What follows belongs to an exercise in optimizing a design on an open flow for small area, a short achievable clock period and few clock cycles; a production flow would make more cautious choices. RTL that was checked went through simulation tests only; none was proved equivalent to the original. Power and IR drop assume default switching activity.

==> trial 89: inputs <==
## mulApbChip
module mulApbChip (
	input logic clk,
	input logic arstN,
	input logic psel,
	input logic penable,
	input logic pwrite,
	input logic [7:0] paddr,
	input logic [31:0] pwdata,
	output logic [31:0] prdata,
	output logic pready,
	output logic pslverr
);
==> module mulArray, before the edit <==
module mulArray (
	input logic clk,
	input logic arstN,
	input logic [31:0] a,
	input logic [31:0] b,
	input logic go,
	output mulPkg::productT product
);
	logic running;
	logic [1:0] cnt;
	logic step;
	logic [31:0] accS;
	logic [31:0] accC;
	logic [31:0] lowQ;
	logic lowCarry;
	logic [7:0] digit;
	logic [39:0] rowX;
	logic [39:0] rowY;
	logic [8:0] lowSum;
	logic [31:0] hiSum;
	assign step = running | go;
	always_comb begin
		case (cnt)
			2'd0: digit = b[7:0];
			2'd1: digit = b[15:8];
			2'd2: digit = b[23:16];
			default: digit = b[31:24];
		endcase
	end
	mulRow mulRow_i (
		.accS(accS & {32{running}}),
		.accC(accC & {32{running}}),
		.a(a),
		.d(digit),
		.rowX(rowX),
		.rowY(rowY)
	);
	assign lowSum = {1'b0, rowX[7:0]} + {1'b0, rowY[7:0]} + {8'd0, lowCarry & running};
	always_ff @(posedge clk or negedge arstN) begin
		if (!arstN) begin
			running <= 1'b0;
			cnt <= 2'd0;
		end else if (step) begin
			cnt <= cnt + 2'd1;
			running <= (cnt != 2'd3);
		end
	end
	always_ff @(posedge clk) begin
		if (step) begin
			accS <= rowX[39:8];
			accC <= rowY[39:8];
			lowQ <= {lowSum[7:0], lowQ[31:8]};
			lowCarry <= lowSum[8];
		end
	end
	prefixAdder #(
		.Width(32)
	) prefixAdder_i (
		.a(accS),
		.b(accC),
		.cin(lowCarry),
		.sum(hiSum)
	);
	assign product.half.hi = hiSum;
	assign product.half.lo = lowQ;
endmodule
==> module mulApbRegs, before the edit <==
module mulApbRegs (
	input logic clk,
	input logic arstN,
	input apbPkg::apbReqT apbReq,
	output apbPkg::apbRspT apbRsp,
	output mulPkg::operandT opA,
	output mulPkg::operandT opB,
	output logic go,
	input mulPkg::productT product
);
	logic setup;
	logic done;
	logic mapped;
	logic wrOpA;
	logic wrOpB;
	logic [apbPkg::DataWidth-1:0] readWord;
	logic [apbPkg::DataWidth-1:0] prdataQ;
	logic pslverrQ;
	assign setup = apbReq.psel & ~apbReq.penable;
	assign go = setup && apbReq.pwrite && (apbReq.paddr == apbPkg::AddrCtrl) &&
		apbReq.pwdata[apbPkg::CtrlStartBit];
	always_comb begin
		mapped = 1'b1;
		readWord = '0;
		case (apbReq.paddr)
			apbPkg::AddrOpA: begin
				readWord = opA;
			end
			apbPkg::AddrOpB: begin
				readWord = opB;
			end
			apbPkg::AddrCtrl: begin
				readWord = '0;
			end
			apbPkg::AddrStatus: begin
				readWord[apbPkg::StatusDoneBit] = done;
			end
			apbPkg::AddrResLo: begin
				readWord = product.half.lo & {apbPkg::DataWidth{done}};
			end
			apbPkg::AddrResHi: begin
				readWord = product.half.hi & {apbPkg::DataWidth{done}};
			end
			default: begin
				mapped = 1'b0;
			end
		endcase
	end
	always_ff @(posedge clk) begin
		prdataQ <= readWord;
		pslverrQ <= ~mapped;
	end
	always_comb begin
		apbRsp.prdata = prdataQ;
		apbRsp.pready = 1'b1;
		apbRsp.pslverr = pslverrQ;
	end
	always_ff @(posedge clk or negedge arstN) begin
		if (!arstN) begin
			wrOpA <= 1'b0;
			wrOpB <= 1'b0;
			done <= 1'b0;
		end else begin
			wrOpA <= setup && apbReq.pwrite && (apbReq.paddr == apbPkg::AddrOpA);
			wrOpB <= setup && apbReq.pwrite && (apbReq.paddr == apbPkg::AddrOpB);
			if (go) begin
				done <= 1'b1;
			end
		end
	end
	always_ff @(posedge clk or negedge arstN) begin
		if (!arstN) begin
			opA <= '0;
			opB <= '0;
		end else begin
			if (wrOpA) begin
				opA <= apbReq.pwdata;
			end
			if (wrOpB) begin
				opB <= apbReq.pwdata;
			end
		end
	end
endmodule
==> module mulApbTop, before the edit <==
module mulApbTop (
	input logic clk,
	input logic arstN,
	input apbPkg::apbReqT apbReq,
	output apbPkg::apbRspT apbRsp
);
	mulPkg::operandT opA;
	mulPkg::operandT opB;
	logic go;
	mulPkg::productT product;
	mulApbRegs mulApbRegs_i (
		.clk(clk),
		.arstN(arstN),
		.apbReq(apbReq),
		.apbRsp(apbRsp),
		.opA(opA),
		.opB(opB),
		.go(go),
		.product(product)
	);
	mulArray mulArray_i (
		.clk(clk),
		.arstN(arstN),
		.a(opA),
		.b(opB),
		.go(go),
		.product(product)
	);
endmodule
Settings: LEC_CHECK=0, CAP_MARGIN=20, CORE_MARGIN=2, CORE_UTILIZATION=40, SLEW_MARGIN=20; clock period 13.0 ns.
run.sh (not shown) runs the stock make flow with config.mk's settings and CLKGATE_MAP_FILE= SYNTH_SCRIPT=/design/flow/synth_recipe.tcl, a recipe that flattens the netlist after the stock synthesis.
==> inputs of build 95, as changes to trial 89 <==
--- a/flow/design.v
+++ b/flow/design.v
@@ -683,27 +683,46 @@
 	input logic [31:0] a,
 	input logic [31:0] b,
+	input logic [7:0] bLoNext,
 	input logic go,
 	output mulPkg::productT product
 );
+	logic run1;
+	logic run2;
+	logic run3;
 	logic running;
-	logic [1:0] cnt;
-	logic step;
+	logic first;
+	logic [7:0] digitQ;
 	logic [31:0] accS;
 	logic [31:0] accC;
 	logic [31:0] lowQ;
 	logic lowCarry;
-	logic [7:0] digit;
 	logic [39:0] rowX;
 	logic [39:0] rowY;
 	logic [8:0] lowSum;
 	logic [31:0] hiSum;
-	assign step = running | go;
-	always_comb begin
-		case (cnt)
-			2'd0: digit = b[7:0];
-			2'd1: digit = b[15:8];
-			2'd2: digit = b[23:16];
-			default: digit = b[31:24];
-		endcase
+	assign first = go & ~running;
+	always_ff @(posedge clk or negedge arstN) begin
+		if (!arstN) begin
+			run1 <= 1'b0;
+			run2 <= 1'b0;
+			run3 <= 1'b0;
+			running <= 1'b0;
+		end else begin
+			running <= first | run1 | run2;
+			run1 <= first;
+			run2 <= run1;
+			run3 <= run2;
+		end
+	end
+	always_ff @(posedge clk) begin
+		if (first) begin
+			digitQ <= b[15:8];
+		end else if (run1) begin
+			digitQ <= b[23:16];
+		end else if (run2) begin
+			digitQ <= b[31:24];
+		end else begin
+			digitQ <= bLoNext;
+		end
 	end
 	mulRow mulRow_i (
@@ -711,25 +730,27 @@
 		.accC(accC & {32{running}}),
 		.a(a),
-		.d(digit),
+		.d(digitQ),
 		.rowX(rowX),
 		.rowY(rowY)
 	);
 	assign lowSum = {1'b0, rowX[7:0]} + {1'b0, rowY[7:0]} + {8'd0, lowCarry & running};
-	always_ff @(posedge clk or negedge arstN) begin
-		if (!arstN) begin
-			running <= 1'b0;
-			cnt <= 2'd0;
-		end else if (step) begin
-			cnt <= cnt + 2'd1;
-			running <= (cnt != 2'd3);
-		end
-	end
 	always_ff @(posedge clk) begin
-		if (step) begin
+		if (go | running) begin
 			accS <= rowX[39:8];
 			accC <= rowY[39:8];
-			lowQ <= {lowSum[7:0], lowQ[31:8]};
 			lowCarry <= lowSum[8];
 		end
+		if (first) begin
+			lowQ[7:0] <= lowSum[7:0];
+		end
+		if (run1) begin
+			lowQ[15:8] <= lowSum[7:0];
+		end
+		if (run2) begin
+			lowQ[23:16] <= lowSum[7:0];
+		end
+		if (run3) begin
+			lowQ[31:24] <= lowSum[7:0];
+		end
 	end
 	prefixAdder #(
@@ -752,4 +773,5 @@
 	output mulPkg::operandT opA,
 	output mulPkg::operandT opB,
+	output logic [7:0] opBLoNext,
 	output logic go,
 	input mulPkg::productT product
@@ -815,4 +837,5 @@
 		end
 	end
+	assign opBLoNext = wrOpB ? apbReq.pwdata[7:0] : opB[7:0];
 	always_ff @(posedge clk or negedge arstN) begin
 		if (!arstN) begin
@@ -839,4 +862,5 @@
 	mulPkg::operandT opB;
 	logic go;
+	logic [7:0] opBLoNext;
 	mulPkg::productT product;
 	mulApbRegs mulApbRegs_i (
@@ -847,4 +871,5 @@
 		.opA(opA),
 		.opB(opB),
+		.opBLoNext(opBLoNext),
 		.go(go),
 		.product(product)
@@ -855,4 +880,5 @@
 		.a(opA),
 		.b(opB),
+		.bLoNext(opBLoNext),
 		.go(go),
 		.product(product)
==> flow/flow/run.sh (new file) <==
#!/bin/bash
# The standard layout, with timing repair aimed at a path delay well below
# the clock period: the clock and the constraints are unchanged, only
# repair_timing's setup margin is raised (and kept to the worst endpoints).
set -euo pipefail
export SETUP_SLACK_MARGIN="${FLOW_SETUP_MARGIN:-9.2}"
export TNS_END_PERCENT="${FLOW_TNS_END:-10}"
export BUFFER_PORTS_ARGS="-buffer_cell sky130_fd_sc_hd__buf_4"
bash standard.sh > flow_standard.log 2>&1
==> flow/standard.sh (new file) <==
#!/bin/bash
# synth_recipe.tcl (not shown) runs the flow's synth.tcl, then flattens the netlist and writes it again
# the make line also repeats each setting of config.mk as NAME=value (left out here)
make -C /OpenROAD-flow-scripts/flow DESIGN_CONFIG=/design/flow/config.mk WORK_HOME=/design/flow/orfs CLKGATE_MAP_FILE= SYNTH_SCRIPT=/design/flow/synth_recipe.tcl "${@:-finish}"
removed: flow/run.sh
==> notes <==
- In build 95 the critical path depth is lower than in trial 89, by 6.
- Of trial 89 and build 95, trial 89 has the higher clock skew (gap 0.0031 ns).
- In trial 89 the sequential share of layout area is lower than in build 95, by 0.71 points.
- In build 95 the power is larger than in trial 89, by 9.5%.
- Of build 95 and trial 89, trial 89 has the higher synthesized area (gap about 1%, measured against trial 89).
- Global-route usage: trial 89 is higher than build 95 (0.40 points).
- In trial 89 the register-to-register slack is lower than in build 95, by 1.5 ns.
- Against build 95, the sequential power of trial 89 is lower by 3.3%.
Testbench counts of trial 89, summed over its fixed seeds: cycles 14,400.
Testbench counts of build 95, summed over its fixed seeds: cycles 14,400.

* * *

==> inputs of build 64 <==
mulApbChip, a different RTL version from the one above (not shown whole).
==> module mulApbRegs, before the edit <==
module mulApbRegs (
	input logic clk,
	input logic arstN,
	input apbPkg::apbReqT apbReq,
	output apbPkg::apbRspT apbRsp,
	output mulPkg::operandT opA,
	output mulPkg::operandT opB,
	output logic opBWrite,
	output logic [7:0] opBLoNext,
	output logic opAValidNext,
	output logic opBValidNext,
	output logic go,
	input mulPkg::productT product
);
	logic setup;
	logic done;
	logic inMap;
	logic mapped;
	logic wrOpA;
	logic wrOpB;
	logic opAValid;
	logic opBValid;
	mulPkg::operandT opARead;
	mulPkg::operandT opBRead;
	mulPkg::productT result;
	logic [apbPkg::DataWidth-1:0] readWord;
	logic [apbPkg::DataWidth-1:0] prdataQ;
	logic pslverrQ;
	assign setup = apbReq.psel & ~apbReq.penable;
	assign go = setup && apbReq.pwrite && (apbReq.paddr == apbPkg::AddrCtrl) &&
		apbReq.pwdata[apbPkg::CtrlStartBit];
	assign inMap = (apbReq.paddr[7:5] == 3'b000) && (apbReq.paddr[1:0] == 2'b00);
	assign mapped = inMap & ~(apbReq.paddr[4] & apbReq.paddr[3]);
	assign opARead = opA & {32{opAValid}};
	assign opBRead = opB & {32{opBValid}};
	assign result = product & {64{done}};
	always_comb begin
		case ({apbReq.paddr[4], apbReq.paddr[2]})
			2'b00: readWord = opARead;
			2'b01: readWord = opBRead;
			2'b10: readWord = result.half.lo;
			default: readWord = result.half.hi;
		endcase
		if (apbReq.paddr[3]) begin
			readWord = '0;
			readWord[apbPkg::StatusDoneBit] = done & apbReq.paddr[2] & ~apbReq.paddr[4];
		end
		if (!inMap) begin
			readWord = '0;
		end
	end
	always_ff @(posedge clk) begin
		prdataQ <= readWord;
		pslverrQ <= ~mapped;
	end
	always_comb begin
		apbRsp.prdata = prdataQ;
		apbRsp.pready = 1'b1;
		apbRsp.pslverr = pslverrQ;
	end
	always_ff @(posedge clk or negedge arstN) begin
		if (!arstN) begin
			wrOpA <= 1'b0;
			wrOpB <= 1'b0;
			opAValid <= 1'b0;
			opBValid <= 1'b0;
			done <= 1'b0;
		end else begin
			wrOpA <= setup && apbReq.pwrite && (apbReq.paddr == apbPkg::AddrOpA);
			wrOpB <= setup && apbReq.pwrite && (apbReq.paddr == apbPkg::AddrOpB);
			if (wrOpA) begin
				opAValid <= 1'b1;
			end
			if (wrOpB) begin
				opBValid <= 1'b1;
			end
			if (go) begin
				done <= 1'b1;
			end
		end
	end
	always_ff @(posedge clk) begin
		if (wrOpA) begin
			opA <= apbReq.pwdata;
		end
		if (wrOpB) begin
			opB <= apbReq.pwdata;
		end
	end
	assign opBWrite = wrOpB;
	assign opBLoNext = apbReq.pwdata[7:0];
	assign opAValidNext = opAValid | wrOpA;
	assign opBValidNext = opBValid | wrOpB;
endmodule
==> module prefixAdder, before the edit <==
module prefixAdder #(
	parameter int Width = mulPkg::OperandWidth
) (
	input logic [Width-1:0] a,
	input logic [Width-1:0] b,
	input logic cin,
	output logic [Width-1:0] sum
);
	localparam int Levels = $clog2(Width);
	logic [Width-1:0] p0;
	logic [Width-1:0] g0;
	logic [Width-1:0] gUp [Levels+1];
	logic [Width-1:0] pUp [Levels+1];
	logic [Width-1:0] gDn [Levels+1];
	logic [Width-1:0] pDn [Levels+1];
	logic [Width:0] carry;
	assign p0 = a ^ b;
	assign g0 = (a & b) | {{(Width-1){1'b0}}, p0[0] & cin};
	assign gUp[0] = g0;
	assign pUp[0] = p0;
	for (genvar l = 1; l <= Levels; l++) begin : genUp
		for (genvar i = 0; i < Width; i++) begin : genBit
			if ((i + 1) % (1 << l) == 0) begin : genNode
				assign gUp[l][i] = gUp[l-1][i] | (pUp[l-1][i] & gUp[l-1][i - (1 << (l-1))]);
				assign pUp[l][i] = pUp[l-1][i] & pUp[l-1][i - (1 << (l-1))];
			end else begin : genPass
				assign gUp[l][i] = gUp[l-1][i];
				assign pUp[l][i] = pUp[l-1][i];
			end
		end
	end
	assign gDn[Levels] = gUp[Levels];
	assign pDn[Levels] = pUp[Levels];
	for (genvar l = Levels - 1; l >= 1; l--) begin : genDn
		for (genvar i = 0; i < Width; i++) begin : genBit
			if ((i + 1) % (1 << l) == (1 << (l-1)) && i >= (1 << l)) begin : genNode
				assign gDn[l][i] = gDn[l+1][i] | (pDn[l+1][i] & gDn[l+1][i - (1 << (l-1))]);
				assign pDn[l][i] = pDn[l+1][i] & pDn[l+1][i - (1 << (l-1))];
			end else begin : genPass
				assign gDn[l][i] = gDn[l+1][i];
				assign pDn[l][i] = pDn[l+1][i];
			end
		end
	end
	assign carry[0] = cin;
	assign carry[Width:1] = gDn[1];
	assign sum = p0 ^ carry[Width-1:0];
endmodule
clock: 13.0 ns
lec_check: 0
cap_margin: 20
core_margin: 2
core_utilization: 40
slew_margin: 20
standard.sh (not shown) runs the stock make flow with config.mk's settings and CLKGATE_MAP_FILE= SYNTH_SCRIPT=/design/flow/synth_recipe.tcl, a recipe that flattens the netlist after the stock synthesis.
==> flow/flow/run.sh <==
#!/bin/bash
# The standard layout, with timing repair aimed at a path delay well below
# the clock period: the clock and the constraints are unchanged, only
# repair_timing's setup margin is raised (and kept to the worst endpoints).
set -euo pipefail
export SETUP_SLACK_MARGIN="${FLOW_SETUP_MARGIN:-9.2}"
export TNS_END_PERCENT="${FLOW_TNS_END:-10}"
export BUFFER_PORTS_ARGS="-buffer_cell sky130_fd_sc_hd__buf_2"
export CTS_ARGS="-sink_clustering_enable -repair_clock_nets -dont_use_dummy_load -buf_list {sky130_fd_sc_hd__clkbuf_4 sky130_fd_sc_hd__clkbuf_8}"
# keep each full adder of the multiplier step a module of its own through
# synthesis, so that it maps to one full-adder cell without inverters around it;
# the netlist is flattened at the end of synthesis as usual
export SYNTH_KEEP_MODULES=fullAdd
bash standard.sh > flow_standard.log 2>&1
==> trial 79 (differences from build 64) <==
--- a/flow/design.v
+++ b/flow/design.v
@@ -49,55 +49,52 @@
 `timescale 1ns/1ps
 module prefixAdder #(
 	parameter int Width = mulPkg::OperandWidth
 ) (
 	input logic [Width-1:0] a,
 	input logic [Width-1:0] b,
 	input logic cin,
-	output logic [Width-1:0] sum
+	output logic [Width:0] sum
 );
 	localparam int Levels = $clog2(Width);
 	logic [Width-1:0] p0;
-	logic [Width-1:0] g0;
-	logic [Width-1:0] gUp [Levels+1];
-	logic [Width-1:0] pUp [Levels+1];
-	logic [Width-1:0] gDn [Levels+1];
-	logic [Width-1:0] pDn [Levels+1];
+	logic [Width-1:0] g [Levels+1];
+	logic [Width-1:0] p [Levels+1];
 	logic [Width:0] carry;
-	assign p0 = a ^ b;
-	assign g0 = (a & b) | {{(Width-1){1'b0}}, p0[0] & cin};
-	assign gUp[0] = g0;
-	assign pUp[0] = p0;
-	for (genvar l = 1; l <= Levels; l++) begin : genUp
-		for (genvar i = 0; i < Width; i++) begin : genBit
-			if ((i + 1) % (1 << l) == 0) begin : genNode
-				assign gUp[l][i] = gUp[l-1][i] | (pUp[l-1][i] & gUp[l-1][i - (1 << (l-1))]);
-				assign pUp[l][i] = pUp[l-1][i] & pUp[l-1][i - (1 << (l-1))];
-			end else begin : genPass
-				assign gUp[l][i] = gUp[l-1][i];
-				assign pUp[l][i] = pUp[l-1][i];
-			end
-		end
+	for (genvar i = 0; i < Width; i++) begin : genBit
+		xorKeep xorS_i (
+			.a(p0[i]),
+			.b(carry[i]),
+			.y(sum[i])
+		);
 	end
-	assign gDn[Levels] = gUp[Levels];
-	assign pDn[Levels] = pUp[Levels];
-	for (genvar l = Levels - 1; l >= 1; l--) begin : genDn
+	assign p0 = a ^ b;
+	assign g[0] = (a & b) | {{(Width-1){1'b0}}, p0[0] & cin};
+	assign p[0] = p0;
+	for (genvar l = 1; l <= Levels; l++) begin : genLevel
 		for (genvar i = 0; i < Width; i++) begin : genBit
-			if ((i + 1) % (1 << l) == (1 << (l-1)) && i >= (1 << l)) begin : genNode
-				assign gDn[l][i] = gDn[l+1][i] | (pDn[l+1][i] & gDn[l+1][i - (1 << (l-1))]);
-				assign pDn[l][i] = pDn[l+1][i] & pDn[l+1][i - (1 << (l-1))];
+			if (((i >> (l-1)) & 1) == 1) begin : genNode
+				localparam int J = ((i >> (l-1)) << (l-1)) - 1;
+				assign g[l][i] = g[l-1][i] | (p[l-1][i] & g[l-1][J]);
+				assign p[l][i] = p[l-1][i] & p[l-1][J];
 			end else begin : genPass
-				assign gDn[l][i] = gDn[l+1][i];
-				assign pDn[l][i] = pDn[l+1][i];
+				assign g[l][i] = g[l-1][i];
+				assign p[l][i] = p[l-1][i];
 			end
 		end
 	end
-	assign carry[0] = cin;
-	assign carry[Width:1] = gDn[1];
-	assign sum = p0 ^ carry[Width-1:0];
+	assign carry = {g[Levels], cin};
+	assign sum[Width] = carry[Width];
+endmodule
+module xorKeep (
+	input logic a,
+	input logic b,
+	output logic y
+);
+	assign y = a ^ b;
 endmodule
 `timescale 1ns/1ps
 module mulRow (
 	input logic [32:0] accS,
 	input logic [32:0] accC,
 	input logic idle,
 	input logic [31:0] a,
@@ -454,15 +451,15 @@
 	logic [7:0] byteS;
 	logic [7:0] byteC;
 	logic [23:0] lowQ;
 	logic lowCarry;
 	logic [40:0] rowX;
 	logic [40:0] rowY;
 	logic [8:0] byteSum;
-	logic [39:0] topSum;
+	logic [40:0] topSum;
 	assign first = go & ~running;
 	always_ff @(posedge clk or negedge arstN) begin
 		if (!arstN) begin
 			run1 <= 1'b0;
 			run2 <= 1'b0;
 			run3 <= 1'b0;
 			running <= 1'b0;
@@ -576,29 +573,42 @@
 	output logic opBValidNext,
 	output logic go,
 	input mulPkg::productT product
 );
 	logic setup;
 	logic done;
 	logic inMap;
+	logic inMapHi;
+	logic inMapLo;
 	logic mapped;
 	logic wrOpA;
 	logic wrOpB;
 	logic opAValid;
 	logic opBValid;
 	mulPkg::operandT opARead;
 	mulPkg::operandT opBRead;
 	mulPkg::productT result;
 	logic [apbPkg::DataWidth-1:0] readWord;
 	logic [apbPkg::DataWidth-1:0] prdataQ;
 	logic pslverrQ;
 	assign setup = apbReq.psel & ~apbReq.penable;
-	assign go = setup && apbReq.pwrite && (apbReq.paddr == apbPkg::AddrCtrl) &&
-		apbReq.pwdata[apbPkg::CtrlStartBit];
-	assign inMap = (apbReq.paddr[7:5] == 3'b000) && (apbReq.paddr[1:0] == 2'b00);
+	startDetect startDetect_i (
+		.psel(apbReq.psel),
+		.penable(apbReq.penable),
+		.pwrite(apbReq.pwrite),
+		.paddr(apbReq.paddr),
+		.startBit(apbReq.pwdata[apbPkg::CtrlStartBit]),
+		.go(go)
+	);
+	addrDecode addrDecode_i (
+		.paddr(apbReq.paddr),
+		.inMapHi(inMapHi),
+		.inMapLo(inMapLo)
+	);
+	assign inMap = inMapHi & inMapLo;
 	assign mapped = inMap & ~(apbReq.paddr[4] & apbReq.paddr[3]);
 	assign opARead = opA & {32{opAValid}};
 	assign opBRead = opB & {32{opBValid}};
 	assign result = product & {64{done}};
 	always_comb begin
 		case ({apbReq.paddr[4], apbReq.paddr[2]})
 			2'b00: readWord = opARead;
@@ -653,14 +663,32 @@
 		end
 	end
 	assign opBWrite = wrOpB;
 	assign opBLoNext = apbReq.pwdata[7:0];
 	assign opAValidNext = opAValid | wrOpA;
 	assign opBValidNext = opBValid | wrOpB;
 endmodule
+module startDetect (
+	input logic psel,
+	input logic penable,
+	input logic pwrite,
+	input logic [apbPkg::AddrWidth-1:0] paddr,
+	input logic startBit,
+	output logic go
+);
+	assign go = psel & ~penable & pwrite & startBit & (paddr == apbPkg::AddrCtrl);
+endmodule
+module addrDecode (
+	input logic [apbPkg::AddrWidth-1:0] paddr,
+	output logic inMapHi,
+	output logic inMapLo
+);
+	assign inMapHi = (paddr[7:5] == 3'b000);
+	assign inMapLo = (paddr[1:0] == 2'b00);
+endmodule
 `timescale 1ns/1ps
 module mulApbTop (
 	input logic clk,
 	input logic arstN,
 	input apbPkg::apbReqT apbReq,
 	output apbPkg::apbRspT apbRsp
 );
==> flow/flow/run.sh (replaced) <==
#!/bin/bash
# The standard layout, with timing repair aimed at a path delay well below
# the clock period: the clock and the constraints are unchanged, only
# repair_timing's setup margin is raised (and kept to the worst endpoints).
set -euo pipefail
export SETUP_SLACK_MARGIN="${FLOW_SETUP_MARGIN:-9.4}"
export TNS_END_PERCENT="${FLOW_TNS_END:-10}"
export BUFFER_PORTS_ARGS="-buffer_cell sky130_fd_sc_hd__buf_2"
export CTS_ARGS="-sink_clustering_enable -repair_clock_nets -dont_use_dummy_load -buf_list {sky130_fd_sc_hd__clkbuf_4 sky130_fd_sc_hd__clkbuf_8}"
# keep each full adder of the multiplier step a module of its own through
# synthesis, so that it maps to one full-adder cell without inverters around it, and keep the
# two address decodes that gate many flip-flops short;
# the netlist is flattened at the end of synthesis as usual
export SYNTH_KEEP_MODULES="fullAdd startDetect addrDecode xorKeep"
bash standard.sh > flow_standard.log 2>&1
==> build 70 (differences from build 64) <==
--- a/flow/design.v
+++ b/flow/design.v
@@ -588,16 +588,22 @@
 	mulPkg::operandT opARead;
 	mulPkg::operandT opBRead;
 	mulPkg::productT result;
 	logic [apbPkg::DataWidth-1:0] readWord;
 	logic [apbPkg::DataWidth-1:0] prdataQ;
 	logic pslverrQ;
 	assign setup = apbReq.psel & ~apbReq.penable;
-	assign go = setup && apbReq.pwrite && (apbReq.paddr == apbPkg::AddrCtrl) &&
-		apbReq.pwdata[apbPkg::CtrlStartBit];
+	startDetect startDetect_i (
+		.psel(apbReq.psel),
+		.penable(apbReq.penable),
+		.pwrite(apbReq.pwrite),
+		.paddr(apbReq.paddr),
+		.startBit(apbReq.pwdata[apbPkg::CtrlStartBit]),
+		.go(go)
+	);
 	assign inMap = (apbReq.paddr[7:5] == 3'b000) && (apbReq.paddr[1:0] == 2'b00);
 	assign mapped = inMap & ~(apbReq.paddr[4] & apbReq.paddr[3]);
 	assign opARead = opA & {32{opAValid}};
 	assign opBRead = opB & {32{opBValid}};
 	assign result = product & {64{done}};
 	always_comb begin
 		case ({apbReq.paddr[4], apbReq.paddr[2]})
@@ -653,14 +659,24 @@
 		end
 	end
 	assign opBWrite = wrOpB;
 	assign opBLoNext = apbReq.pwdata[7:0];
 	assign opAValidNext = opAValid | wrOpA;
 	assign opBValidNext = opBValid | wrOpB;
 endmodule
+module startDetect (
+	input logic psel,
+	input logic penable,
+	input logic pwrite,
+	input logic [apbPkg::AddrWidth-1:0] paddr,
+	input logic startBit,
+	output logic go
+);
+	assign go = psel & ~penable & pwrite & startBit & (paddr == apbPkg::AddrCtrl);
+endmodule
 `timescale 1ns/1ps
 module mulApbTop (
 	input logic clk,
 	input logic arstN,
 	input apbPkg::apbReqT apbReq,
 	output apbPkg::apbRspT apbRsp
 );
--- a/flow/flow/run.sh
+++ b/flow/flow/run.sh
@@ -6,9 +6,9 @@
 export SETUP_SLACK_MARGIN="${FLOW_SETUP_MARGIN:-9.2}"
 export TNS_END_PERCENT="${FLOW_TNS_END:-10}"
 export BUFFER_PORTS_ARGS="-buffer_cell sky130_fd_sc_hd__buf_2"
 export CTS_ARGS="-sink_clustering_enable -repair_clock_nets -dont_use_dummy_load -buf_list {sky130_fd_sc_hd__clkbuf_4 sky130_fd_sc_hd__clkbuf_8}"
 # keep each full adder of the multiplier step a module of its own through
 # synthesis, so that it maps to one full-adder cell without inverters around it;
 # the netlist is flattened at the end of synthesis as usual
-export SYNTH_KEEP_MODULES=fullAdd
+export SYNTH_KEEP_MODULES="fullAdd startDetect"
 bash standard.sh > flow_standard.log 2>&1
==> build 34 (differences from build 64) <==
--- a/flow/design.v
+++ b/flow/design.v
@@ -53,51 +53,32 @@
 	input logic [Width-1:0] a,
 	input logic [Width-1:0] b,
 	input logic cin,
 	output logic [Width-1:0] sum
 );
 	localparam int Levels = $clog2(Width);
 	logic [Width-1:0] p0;
-	logic [Width-1:0] g0;
-	logic [Width-1:0] gUp [Levels+1];
-	logic [Width-1:0] pUp [Levels+1];
-	logic [Width-1:0] gDn [Levels+1];
-	logic [Width-1:0] pDn [Levels+1];
-	logic [Width:0] carry;
+	logic [Width-1:0] g [Levels+1];
+	logic [Width-1:0] p [Levels+1];
 	assign p0 = a ^ b;
-	assign g0 = (a & b) | {{(Width-1){1'b0}}, p0[0] & cin};
-	assign gUp[0] = g0;
-	assign pUp[0] = p0;
-	for (genvar l = 1; l <= Levels; l++) begin : genUp
+	assign g[0] = (a & b) | {{(Width-1){1'b0}}, p0[0] & cin};
+	assign p[0] = p0;
+	for (genvar l = 1; l <= Levels; l++) begin : genLevel
 		for (genvar i = 0; i < Width; i++) begin : genBit
-			if ((i + 1) % (1 << l) == 0) begin : genNode
-				assign gUp[l][i] = gUp[l-1][i] | (pUp[l-1][i] & gUp[l-1][i - (1 << (l-1))]);
-				assign pUp[l][i] = pUp[l-1][i] & pUp[l-1][i - (1 << (l-1))];
+			if (((i >> (l-1)) & 1) == 1) begin : genNode
+				localparam int J = ((i >> (l-1)) << (l-1)) - 1;
+				assign g[l][i] = g[l-1][i] | (p[l-1][i] & g[l-1][J]);
+				assign p[l][i] = p[l-1][i] & p[l-1][J];
 			end else begin : genPass
-				assign gUp[l][i] = gUp[l-1][i];
-				assign pUp[l][i] = pUp[l-1][i];
+				assign g[l][i] = g[l-1][i];
+				assign p[l][i] = p[l-1][i];
 			end
 		end
 	end
-	assign gDn[Levels] = gUp[Levels];
-	assign pDn[Levels] = pUp[Levels];
-	for (genvar l = Levels - 1; l >= 1; l--) begin : genDn
-		for (genvar i = 0; i < Width; i++) begin : genBit
-			if ((i + 1) % (1 << l) == (1 << (l-1)) && i >= (1 << l)) begin : genNode
-				assign gDn[l][i] = gDn[l+1][i] | (pDn[l+1][i] & gDn[l+1][i - (1 << (l-1))]);
-				assign pDn[l][i] = pDn[l+1][i] & pDn[l+1][i - (1 << (l-1))];
-			end else begin : genPass
-				assign gDn[l][i] = gDn[l+1][i];
-				assign pDn[l][i] = pDn[l+1][i];
-			end
-		end
-	end
-	assign carry[0] = cin;
-	assign carry[Width:1] = gDn[1];
-	assign sum = p0 ^ carry[Width-1:0];
+	assign sum = p0 ^ {g[Levels][Width-2:0], cin};
 endmodule
 `timescale 1ns/1ps
 module mulRow (
 	input logic [32:0] accS,
 	input logic [32:0] accC,
 	input logic idle,
 	input logic [31:0] a,
@@ -576,29 +557,42 @@
 	output logic opBValidNext,
 	output logic go,
 	input mulPkg::productT product
 );
 	logic setup;
 	logic done;
 	logic inMap;
+	logic inMapHi;
+	logic inMapLo;
 	logic mapped;
 	logic wrOpA;
 	logic wrOpB;
 	logic opAValid;
 	logic opBValid;
 	mulPkg::operandT opARead;
 	mulPkg::operandT opBRead;
 	mulPkg::productT result;
 	logic [apbPkg::DataWidth-1:0] readWord;
 	logic [apbPkg::DataWidth-1:0] prdataQ;
 	logic pslverrQ;
 	assign setup = apbReq.psel & ~apbReq.penable;
-	assign go = setup && apbReq.pwrite && (apbReq.paddr == apbPkg::AddrCtrl) &&
-		apbReq.pwdata[apbPkg::CtrlStartBit];
-	assign inMap = (apbReq.paddr[7:5] == 3'b000) && (apbReq.paddr[1:0] == 2'b00);
+	startDetect startDetect_i (
+		.psel(apbReq.psel),
+		.penable(apbReq.penable),
+		.pwrite(apbReq.pwrite),
+		.paddr(apbReq.paddr),
+		.startBit(apbReq.pwdata[apbPkg::CtrlStartBit]),
+		.go(go)
+	);
+	addrDecode addrDecode_i (
+		.paddr(apbReq.paddr),
+		.inMapHi(inMapHi),
+		.inMapLo(inMapLo)
+	);
+	assign inMap = inMapHi & inMapLo;
 	assign mapped = inMap & ~(apbReq.paddr[4] & apbReq.paddr[3]);
 	assign opARead = opA & {32{opAValid}};
 	assign opBRead = opB & {32{opBValid}};
 	assign result = product & {64{done}};
 	always_comb begin
 		case ({apbReq.paddr[4], apbReq.paddr[2]})
 			2'b00: readWord = opARead;
@@ -653,14 +647,32 @@
 		end
 	end
 	assign opBWrite = wrOpB;
 	assign opBLoNext = apbReq.pwdata[7:0];
 	assign opAValidNext = opAValid | wrOpA;
 	assign opBValidNext = opBValid | wrOpB;
 endmodule
+module startDetect (
+	input logic psel,
+	input logic penable,
+	input logic pwrite,
+	input logic [apbPkg::AddrWidth-1:0] paddr,
+	input logic startBit,
+	output logic go
+);
+	assign go = psel & ~penable & pwrite & startBit & (paddr == apbPkg::AddrCtrl);
+endmodule
+module addrDecode (
+	input logic [apbPkg::AddrWidth-1:0] paddr,
+	output logic inMapHi,
+	output logic inMapLo
+);
+	assign inMapHi = (paddr[7:5] == 3'b000);
+	assign inMapLo = (paddr[1:0] == 2'b00);
+endmodule
 `timescale 1ns/1ps
 module mulApbTop (
 	input logic clk,
 	input logic arstN,
 	input apbPkg::apbReqT apbReq,
 	output apbPkg::apbRspT apbRsp
 );
==> flow/flow/run.sh (replaced) <==
#!/bin/bash
# The standard layout, with timing repair aimed at a path delay well below
# the clock period: the clock and the constraints are unchanged, only
# repair_timing's setup margin is raised (and kept to the worst endpoints).
set -euo pipefail
export SETUP_SLACK_MARGIN="${FLOW_SETUP_MARGIN:-9.2}"
export TNS_END_PERCENT="${FLOW_TNS_END:-10}"
export BUFFER_PORTS_ARGS="-buffer_cell sky130_fd_sc_hd__buf_2"
export CTS_ARGS="-sink_clustering_enable -repair_clock_nets -dont_use_dummy_load -buf_list {sky130_fd_sc_hd__clkbuf_4 sky130_fd_sc_hd__clkbuf_8}"
# keep each full adder of the multiplier step a module of its own through
# synthesis, so that it maps to one full-adder cell without inverters around it, and keep the
# two address decodes that gate many flip-flops short;
# the netlist is flattened at the end of synthesis as usual
export SYNTH_KEEP_MODULES="fullAdd startDetect addrDecode"
bash standard.sh > flow_standard.log 2>&1
- CORE_UTILIZATION: 40 -> 60
==> summary of the runs <==
The lowest clock power belongs to build 34, the highest to trial 79.
Between trial 79 and build 70, the lower combinational power is in trial 79 (gap about 2%, measured against build 70).
Die area, highest first: build 64, build 70, trial 79, build 34.
Against build 64, the register-to-register slack of trial 79 is higher by 0.25 ns.
Sequential power is about the same in build 64 and build 34.
Testbench counts of build 70, summed over its fixed seeds: cycles 14,400.
Testbench counts of build 34, summed over its fixed seeds: cycles 14,400.
No functional check of the RTL was part of build 64 and trial 79.

[what the ideal ports hide]
Ports are ideal in the flow. The routed layouts listed here were re-timed in OpenROAD.
Step 1: set_driving_cell puts a clkbuf_16 on clk and a buf_2 on each other input, an assumption about the parent block.
Step 2 times the ports against the registers' clock, not the clock port: input delays grow and output delays shrink by t, the midpoint of the rising clock arrivals with the driver on.
Three values: no drivers, after step 1, after step 2; two values: the first two.
run | t, ns | setup WS [ns] | cell pins on the clock port's net
trial 89 | 0.490 | 7.640 / 7.640 / 7.292 | 1
build 95 | 0.582 | 9.189 / 9.189 / 8.645 | 1
build 64 | 0.595 | 8.792 / 8.811 / 8.216 | 1
trial 79 | 0.578 | 9.318 / 9.271 / 8.810 | 1
build 70 | 0.601 | 9.205 / 9.205 / 8.679 | 1
build 34 | 0.583 | 9.171 / 9.182 / 8.616 | 1
After both steps setup and hold are still met in every run listed. The setup slack of build 64, which loses most, moves by +0.019 ns with the drivers and by -0.576 ns with both steps.
